From an optimization exercise on the open Yosys and OpenROAD flow, aimed at small area, a short achievable clock period and few clock cycles; shortcuts taken in it are not production practice.
Function was checked by simulation only, so behaviour that the tests miss may differ from the original.

## ex_stage
module ex_stage #(
  parameter int unsigned DATA_W    = 32,
  parameter int unsigned STALL_IDX = 3
) (
  input  logic              clk,
  input  logic              rst,
  input  logic [5:0]        stall,
  input  logic [4:0]        exALUop,
  input  logic [DATA_W-1:0] exReg1,
  input  logic [DATA_W-1:0] exReg2,
  input  logic [4:0]        exRS1,
  input  logic [4:0]        exRS2,
  input  logic [4:0]        exWriteNum,
  input  logic              exWriteReg,
  input  logic              memWriteReg,
  input  logic [4:0]        memWriteNum,
  input  logic [DATA_W-1:0] memResult,
  input  logic              wbWriteReg,
  input  logic [4:0]        wbWriteNum,
  input  logic [DATA_W-1:0] wbResult,
  output logic [DATA_W-1:0] exResult,
  output logic [4:0]        exWriteNumOut,
  output logic              exWriteRegOut,
  output logic              stallreq
);
==> flow/config.mk <==
export PLATFORM = sky130hd
export DESIGN_NAME = ex_stage
export DESIGN_NICKNAME = ex_stage
export VERILOG_FILES = /design/flow/design.v
export SDC_FILE = /design/flow/constraint.sdc
export NUM_CORES = 4
export LEC_CHECK = 0
export ABC_AREA = 1
export CAP_MARGIN = 20
export CORE_MARGIN = 2
export CORE_UTILIZATION = 55
export PLACE_DENSITY = 0.7
export SETUP_SLACK_MARGIN = 5
export SLEW_MARGIN = 20
export TNS_END_PERCENT = 0
==> flow/constraint.sdc <==
create_clock -name core_clock -period 17.0 [get_ports {clk}]
set_input_delay 3.4000 -clock core_clock [delete_from_list [all_inputs] [get_ports {clk}]]
set_output_delay 3.4000 -clock core_clock [all_outputs]
set_load 0.01 [all_outputs]
standard.sh (not shown) runs the stock make flow with config.mk's settings and CLKGATE_MAP_FILE= SYNTH_SCRIPT=/design/flow/synth_recipe.tcl, a recipe that flattens the netlist after the stock synthesis.
==> flow/flow/run.sh <==
#!/bin/bash
# Own flow: the standard layout (standard.sh, unchanged synthesis and steps) with two
# settings changed on make's command line:
#  - ports are buffered with plain buf_1 cells (resizable later) instead of delay buffers.
set -euo pipefail
bash standard.sh SETUP_SLACK_MARGIN=8 \
  "BUFFER_PORTS_ARGS=-buffer_cell sky130_fd_sc_hd__buf_1" finish > flow_make.log 2>&1
The first run finished with timing, DRC and antenna clean.
Testbench counts at the start, summed over its fixed seeds: cycles 23,026.
Next try:
==> flow/flow/run.sh (replaced) <==
#!/bin/bash
# Own flow: the standard layout (standard.sh, unchanged synthesis and steps), except that
# ports are buffered with plain buf_1 cells (resizable later) instead of delay buffers.
set -euo pipefail
bash standard.sh "BUFFER_PORTS_ARGS=-buffer_cell sky130_fd_sc_hd__buf_1" finish > flow_make.log 2>&1
CORE_UTILIZATION = 50   (was 55)
PLACE_DENSITY = not set   (was 0.7)
TNS_END_PERCENT = not set   (was 0)
What happened: Non-clock buffer count came out lower by 39; maximum frequency stays flat; count of clock-buffer cells in the layout stays the same; routed wire length came out higher by about 2.8%; sequential share of layout area hardly moves; setup slack gains 0.013 ns; register-to-register slack gains 0.26 ns; synthesized area stays the same.

========
Another version of the RTL of ex_stage (not shown whole).
For scale: about 4500 cells after synthesis, about 110 flip-flops, about 210 I/O pins.
==> flow/config.mk <==
export PLATFORM = sky130hd
export DESIGN_NAME = ex_stage
export DESIGN_NICKNAME = ex_stage
export VERILOG_FILES = /design/flow/design.v
export SDC_FILE = /design/flow/constraint.sdc
export NUM_CORES = 4
export LEC_CHECK = 0
export ABC_AREA = 1
export CAP_MARGIN = 20
export CORE_MARGIN = 2
export CORE_UTILIZATION = 60
export SETUP_SLACK_MARGIN = 5
export SLEW_MARGIN = 20
==> flow/constraint.sdc <==
create_clock -name core_clock -period 17.0 [get_ports {clk}]
set_input_delay 3.4000 -clock core_clock [delete_from_list [all_inputs] [get_ports {clk}]]
set_output_delay 3.4000 -clock core_clock [all_outputs]
set_load 0.01 [all_outputs]
==> flow/flow/run.sh <==
#!/bin/bash
set -euo pipefail
MARGIN=8
sed -E "s/SETUP_SLACK_MARGIN=[0-9.]+/SETUP_SLACK_MARGIN=${MARGIN}/" standard.sh > own_standard.sh
grep -q "SETUP_SLACK_MARGIN=${MARGIN}" own_standard.sh
bash own_standard.sh > flow_make.log 2>&1
The baseline aborted during global routing.
Testbench counts at the start, summed over its fixed seeds: cycles 25,030.
==> next run, changes <==
==> flow/run.sh (new file) <==
#!/bin/bash
# synth_recipe.tcl (not shown) runs the flow's synth.tcl, then flattens the netlist and writes it again
# the make line also repeats each setting of config.mk as NAME=value (left out here)
make -C /OpenROAD-flow-scripts/flow DESIGN_CONFIG=/design/flow/config.mk WORK_HOME=/design/flow/orfs CLKGATE_MAP_FILE= SYNTH_SCRIPT=/design/flow/synth_recipe.tcl finish
removed: flow/flow/run.sh
removed: flow/standard.sh
Effect:
- The new run went through all stages and came out clean
- area after synthesis is unchanged
- synthesized cell count does not change

========
## raven
ex_stage, a different RTL version from the one above (not shown whole).
For scale: about 4400 cells after synthesis, ~110 flip-flops, ~210 I/O pins.
Settings: LEC_CHECK=0, ABC_AREA=1, CAP_MARGIN=20, CORE_MARGIN=2, CORE_UTILIZATION=50, SETUP_SLACK_MARGIN=5, SLEW_MARGIN=20; clock period 17.0 ns.
==> flow/flow/run.sh <==
#!/bin/bash
# Own flow: the standard layout (standard.sh, unchanged synthesis and steps), except that
# ports are buffered with plain buf_1 cells (resizable later) instead of delay buffers.
set -euo pipefail
bash standard.sh "BUFFER_PORTS_ARGS=-buffer_cell sky130_fd_sc_hd__buf_1" finish > flow_make.log 2>&1
Testbench counts of raven, summed over its fixed seeds: cycles 23,222.
For onyx, these inputs were changed with respect to raven:
- TNS_END_PERCENT newly set to 0
==> flow/flow/run.sh <==
#!/bin/bash
# Own flow: the standard layout (standard.sh, unchanged synthesis and steps) with two
# settings changed on make's command line:
#  - ports are buffered with plain buf_1 cells (resizable later) instead of delay buffers.
set -euo pipefail
bash standard.sh SETUP_SLACK_MARGIN=8 \
  "BUFFER_PORTS_ARGS=-buffer_cell sky130_fd_sc_hd__buf_1" finish > flow_make.log 2>&1
--- outcome ---
raven has a higher part of the cycle the worst path needs than onyx.
Between onyx and raven, it is onyx whose wire length is higher, by about 2.1%.
Row net total in the final layout: onyx higher / raven lower
Routed wire length per instance in onyx is about 1.2% higher than in raven
onyx ended with every stage complete and zero timing, DRC or antenna violations.
raven went all the way through the flow, and no timing, DRC or antenna check failed.
Compared with raven, in onyx pin slew with the least headroom to its limit now sits higher; non-clock buffer count now sits higher.
On share of the core filled with cells in the final layout, the higher figure sits with onyx, not raven.
Critical path depth up 16 in onyx wrt raven
The multi-input gate area in the final layout reported for onyx is greater than that of raven by 350 sq um.
Number of tapcells: raven vs onyx identical
The following lists how zinc was set up differently from onyx:
- PLACE_DENSITY now 0.7, previously not set
- CORE_UTILIZATION now 55, was 50
### Flow results
Relative to onyx, initial antenna violation count decreased by 2 in zinc.
zinc vs onyx: non-clock buffer count up by a few percent
Taking onyx as the reference point, the area of the die of zinc falls by 5400 sq um.
Comparing zinc against onyx, there is no change at all in worst hold path depth.
Area of the core ends up lower on zinc.
Taking onyx as the reference, in zinc clock buffer and inverter area fraction after layout saw little to no change; final cell count went down 63; via count shows an increase of 1.2%.
Run comparison: onyx termination of the worst setup path exResult[28]; zinc termination of the worst setup path exResult[8]
Per the comparison of zinc with onyx, worst max-slew margin expressed relative to the limit rose 16 points, area of the multi-input gates rose about 0.3%.

========
Setup of build 17:
ex_stage, a different RTL version from the one above (not shown whole).
Size: roughly 110 flip-flops, roughly 210 I/O pins.
// ex_stage
module ex_stage #(
  parameter int unsigned DATA_W    = 32,
  parameter int unsigned STALL_IDX = 3
) (
  input  logic              clk,
  input  logic              rst,
  input  logic [5:0]        stall,
  input  logic [4:0]        exALUop,
  input  logic [DATA_W-1:0] exReg1,
  input  logic [DATA_W-1:0] exReg2,
  input  logic [4:0]        exRS1,
  input  logic [4:0]        exRS2,
  input  logic [4:0]        exWriteNum,
  input  logic              exWriteReg,
  input  logic              memWriteReg,
  input  logic [4:0]        memWriteNum,
  input  logic [DATA_W-1:0] memResult,
  input  logic              wbWriteReg,
  input  logic [4:0]        wbWriteNum,
  input  logic [DATA_W-1:0] wbResult,
  output logic [DATA_W-1:0] exResult,
  output logic [4:0]        exWriteNumOut,
  output logic              exWriteRegOut,
  output logic              stallreq
);
  localparam int unsigned DIV_K   = 3;             
  localparam int unsigned DIV_CYC = 33 / DIV_K;    
  localparam logic [4:0] OP_ADD  = 5'd1,  OP_SUB  = 5'd2,  OP_AND  = 5'd3,  OP_OR   = 5'd4;
  localparam logic [4:0] OP_XOR  = 5'd5,  OP_SLL  = 5'd6,  OP_SRL  = 5'd7,  OP_SRA  = 5'd8;
  localparam logic [4:0] OP_SLT  = 5'd9,  OP_SLTU = 5'd10, OP_MUL  = 5'd11, OP_DIV  = 5'd12;
  localparam logic [4:0] OP_DIVU = 5'd13, OP_REM  = 5'd14, OP_REMU = 5'd15;
  typedef enum logic [1:0] {IDLE, MUL, DIV, DOUT} state_t;
  state_t state;
  function automatic logic [63:0] bk_carry(input logic [63:0] a, input logic [63:0] b,
  ...
Settings: LEC_CHECK=0, ABC_AREA=1, CAP_MARGIN=0, CORE_MARGIN=2, CORE_UTILIZATION=50, SETUP_SLACK_MARGIN=5, SLEW_MARGIN=0; clock period 17.0 ns.
==> flow/flow/run.sh <==
#!/bin/bash
# Own flow: the standard layout (standard.sh, unchanged synthesis and steps), except that
# ports are buffered with plain buf_1 cells (resizable later) instead of delay buffers.
set -euo pipefail
bash standard.sh "BUFFER_PORTS_ARGS=-buffer_cell sky130_fd_sc_hd__buf_1" finish > flow_make.log 2>&1
Testbench counts of build 17, summed over its fixed seeds: cycles 24,059.
The inputs of build 41 differ from those of build 17 as listed below.
# build 17
export LEC_CHECK = 0
export ABC_AREA = 1
export CAP_MARGIN = 0
export CORE_MARGIN = 2
export CORE_UTILIZATION = 50
export SETUP_SLACK_MARGIN = 5
export SLEW_MARGIN = 0
create_clock -name core_clock -period 17.0 [get_ports {clk}]
# build 41
export LEC_CHECK = 0
export ABC_AREA = 1
export CAP_MARGIN = 20
export CORE_MARGIN = 2
export CORE_UTILIZATION = 50
export SETUP_SLACK_MARGIN = 5
export SLEW_MARGIN = 20
create_clock -name core_clock -period 17.0 [get_ports {clk}]
Findings:
Looking at build 17 and build 41, the layout overhead on the synthesized area is a wash.
| full die area | build 17 vs build 41 | ≈ equal |
Between build 17 and build 41, the detailed-route via count is lower for build 17.
### build 41 -> build 80
# build 41
export LEC_CHECK = 0
export ABC_AREA = 1
export CAP_MARGIN = 20
export CORE_MARGIN = 2
export CORE_UTILIZATION = 50
export SETUP_SLACK_MARGIN = 5
export SLEW_MARGIN = 20
create_clock -name core_clock -period 17.0 [get_ports {clk}]
# build 80
export LEC_CHECK = 0
export ABC_AREA = 1
export CAP_MARGIN = 20
export CORE_MARGIN = 2
export CORE_UTILIZATION = 55
export PLACE_DENSITY = 0.7
export SETUP_SLACK_MARGIN = 5
export SLEW_MARGIN = 20
export TNS_END_PERCENT = 0
create_clock -name core_clock -period 17.0 [get_ports {clk}]
==> flow/flow/run.sh <==
#!/bin/bash
# Own flow: the standard layout (standard.sh, unchanged synthesis and steps) with two
# settings changed on make's command line:
#  - ports are buffered with plain buf_1 cells (resizable later) instead of delay buffers.
set -euo pipefail
bash standard.sh SETUP_SLACK_MARGIN=8 \
  "BUFFER_PORTS_ARGS=-buffer_cell sky130_fd_sc_hd__buf_1" finish > flow_make.log 2>&1
--- outcome ---
- Build 80: all stages complete, timing, DRC and antenna checks passed
- Routed via count divided by cell count grows slightly when moving from build 41 to build 80.
- Fraction of layout cells with a size suffix above 1 in build 80 is 0.46 points below build 41.
- After detailed routing, build 41 needs more wire than build 80.
- Hold slack (build 80 over build 41): increase, 0.021 ns
- Against build 41 as the reference, build 80 delivers a higher time the worst path needs with I/O delays and setup.

========
Setup of job 2854:
Another version of the RTL of ex_stage (not shown whole).
Size in the first run: about 4300 cells after synthesis, about 210 I/O pins.
==> flow/config.mk <==
export PLATFORM = sky130hd
export DESIGN_NAME = ex_stage
export DESIGN_NICKNAME = ex_stage
export VERILOG_FILES = /design/flow/design.v
export SDC_FILE = /design/flow/constraint.sdc
export NUM_CORES = 4
export LEC_CHECK = 0
export ABC_AREA = 1
export CAP_MARGIN = 20
export CORE_MARGIN = 2
export CORE_UTILIZATION = 50
export SETUP_SLACK_MARGIN = 5
export SLEW_MARGIN = 20
export TNS_END_PERCENT = 0
==> flow/constraint.sdc <==
create_clock -name core_clock -period 17.0 [get_ports {clk}]
set_input_delay 3.4000 -clock core_clock [delete_from_list [all_inputs] [get_ports {clk}]]
set_output_delay 3.4000 -clock core_clock [all_outputs]
set_load 0.01 [all_outputs]
==> flow/flow/run.sh <==
#!/bin/bash
# Own flow: the standard layout (standard.sh, unchanged synthesis and steps) with two
# settings changed on make's command line:
#  - ports are buffered with plain buf_1 cells (resizable later) instead of delay buffers.
set -euo pipefail
bash standard.sh SETUP_SLACK_MARGIN=6 \
  "BUFFER_PORTS_ARGS=-buffer_cell sky130_fd_sc_hd__buf_1" finish > flow_make.log 2>&1
Testbench counts of job 2854, summed over its fixed seeds: cycles 22,718.
Modified inputs, job 3270 compared to job 2854
Settings: CORE_UTILIZATION: 50 -> 55; PLACE_DENSITY: unset -> 0.7.
diff --git a/flow/flow/run.sh b/flow/flow/run.sh
--- a/flow/flow/run.sh
+++ b/flow/flow/run.sh
@@ -6 +6 @@
-bash standard.sh SETUP_SLACK_MARGIN=6 \
+bash standard.sh SETUP_SLACK_MARGIN=8 \
Results
- Post-synthesis to final-layout area growth (lower): job 2854
- Between job 2854 and job 3270, the cell count went down.
- Multi-input gate share of total cell area essentially unchanged between job 2854 and job 3270.
- Between job 3270 and job 2854, critical path data arrival time is higher for job 2854, job 3270 comes in under that.
- NOTE: HPWL reported at the end of detailed placement in job 3270 falls short of that of job 2854
- exResult[20] as the endpoint of the worst setup timing path was reported by job 2854, and exResult[0] by job 3270.
For job 3707, these inputs were changed with respect to job 3270:
Settings: swapping 55 for 50 in CORE_UTILIZATION; clearing TNS_END_PERCENT, which used to be 0; clearing PLACE_DENSITY, which used to be 0.7.
==> flow/flow/run.sh <==
#!/bin/bash
# Own flow: the standard layout (standard.sh, unchanged synthesis and steps), except that
# ports are buffered with plain buf_1 cells (resizable later) instead of delay buffers.
set -euo pipefail
bash standard.sh "BUFFER_PORTS_ARGS=-buffer_cell sky130_fd_sc_hd__buf_1" finish > flow_make.log 2>&1
[summary]
Higher global placer's final weighted congestion goes to job 3270 over job 3707.
From job 3707 to job 3270, total DRC errors in the routed layout did not move at all.
Summary of job 3707 over job 3270: wire length of the first global-routing pass higher; cell area after layout went up 0.63%; maximum clock frequency was more or less identical.
In the route summary, job 3707 ends up with a via count below that of job 3270.

[port drivers added, routing unchanged]
How much do the figures lean on ideal ports? The routed layouts below were timed once more, with nothing changed but the port constraints. Step 1 assumes that a clkbuf_16 drives the clock port and a buf_2 every other input. Step 2 also shifts input and output timing later by t, the mid clock arrival at the registers, as if the neighbouring blocks saw the same clock. Slacks: ideal ports / drivers / drivers and shift; pairs: ideal ports / drivers.
| run | t (ns) | slack for setup (ns) | hold slack, ns | clock arrival spread, ns | worst slew at a driven data input, ns |
|---|---|---|---|---|---|
| the first run of note 1 | 0.420 | 5.049 / 5.029 / 5.029 | 0.531 / 0.531 / 0.531 | 0.010 / 0.010 | 0.06 |
| the second run of note 1 | 0.415 | 5.062 / 5.024 / 5.024 | 0.541 / 0.541 / 0.541 | 0.005 / 0.005 | 0.06 |
| the second run of note 2 | 0.436 | 5.135 / 5.112 / 5.112 | 0.582 / 0.582 / 0.582 | 0.015 / 0.014 | 0.07 |
| raven | 0.424 | 5.121 / 5.095 / 5.095 | 0.535 / 0.535 / 0.535 | 0.013 / 0.014 | 0.06 |
| onyx | 0.418 | 5.546 / 5.517 / 5.517 | 0.544 / 0.544 / 0.544 | 0.010 / 0.009 | 0.07 |
| zinc | 0.420 | 5.598 / 5.570 / 5.570 | 0.535 / 0.535 / 0.535 | 0.009 / 0.010 | 0.06 |
| build 17 | 0.419 | 5.083 / 5.055 / 5.055 | 0.535 / 0.535 / 0.535 | 0.011 / 0.011 | 0.08 |
| build 41 | 0.423 | 5.023 / 4.995 / 4.995 | 0.541 / 0.541 / 0.541 | 0.013 / 0.012 | 0.07 |
| build 80 | 0.419 | 4.928 / 4.905 / 4.905 | 0.562 / 0.562 / 0.562 | 0.013 / 0.013 | 0.07 |
| job 2854 | 0.410 | 5.077 / 5.053 / 5.053 | 0.542 / 0.542 / 0.542 | 0.020 / 0.020 | 0.06 |
| job 3270 | 0.424 | 5.137 / 5.115 / 5.115 | 0.557 / 0.557 / 0.557 | 0.014 / 0.015 | 0.06 |
| job 3707 | 0.417 | 5.166 / 5.112 / 5.112 | 0.554 / 0.554 / 0.554 | 0.015 / 0.015 | 0.07 |
After both steps every run listed still meets setup and hold. The setup slack of job 3707, which loses most, moves by -0.054 ns with the drivers and by -0.054 ns with both steps.
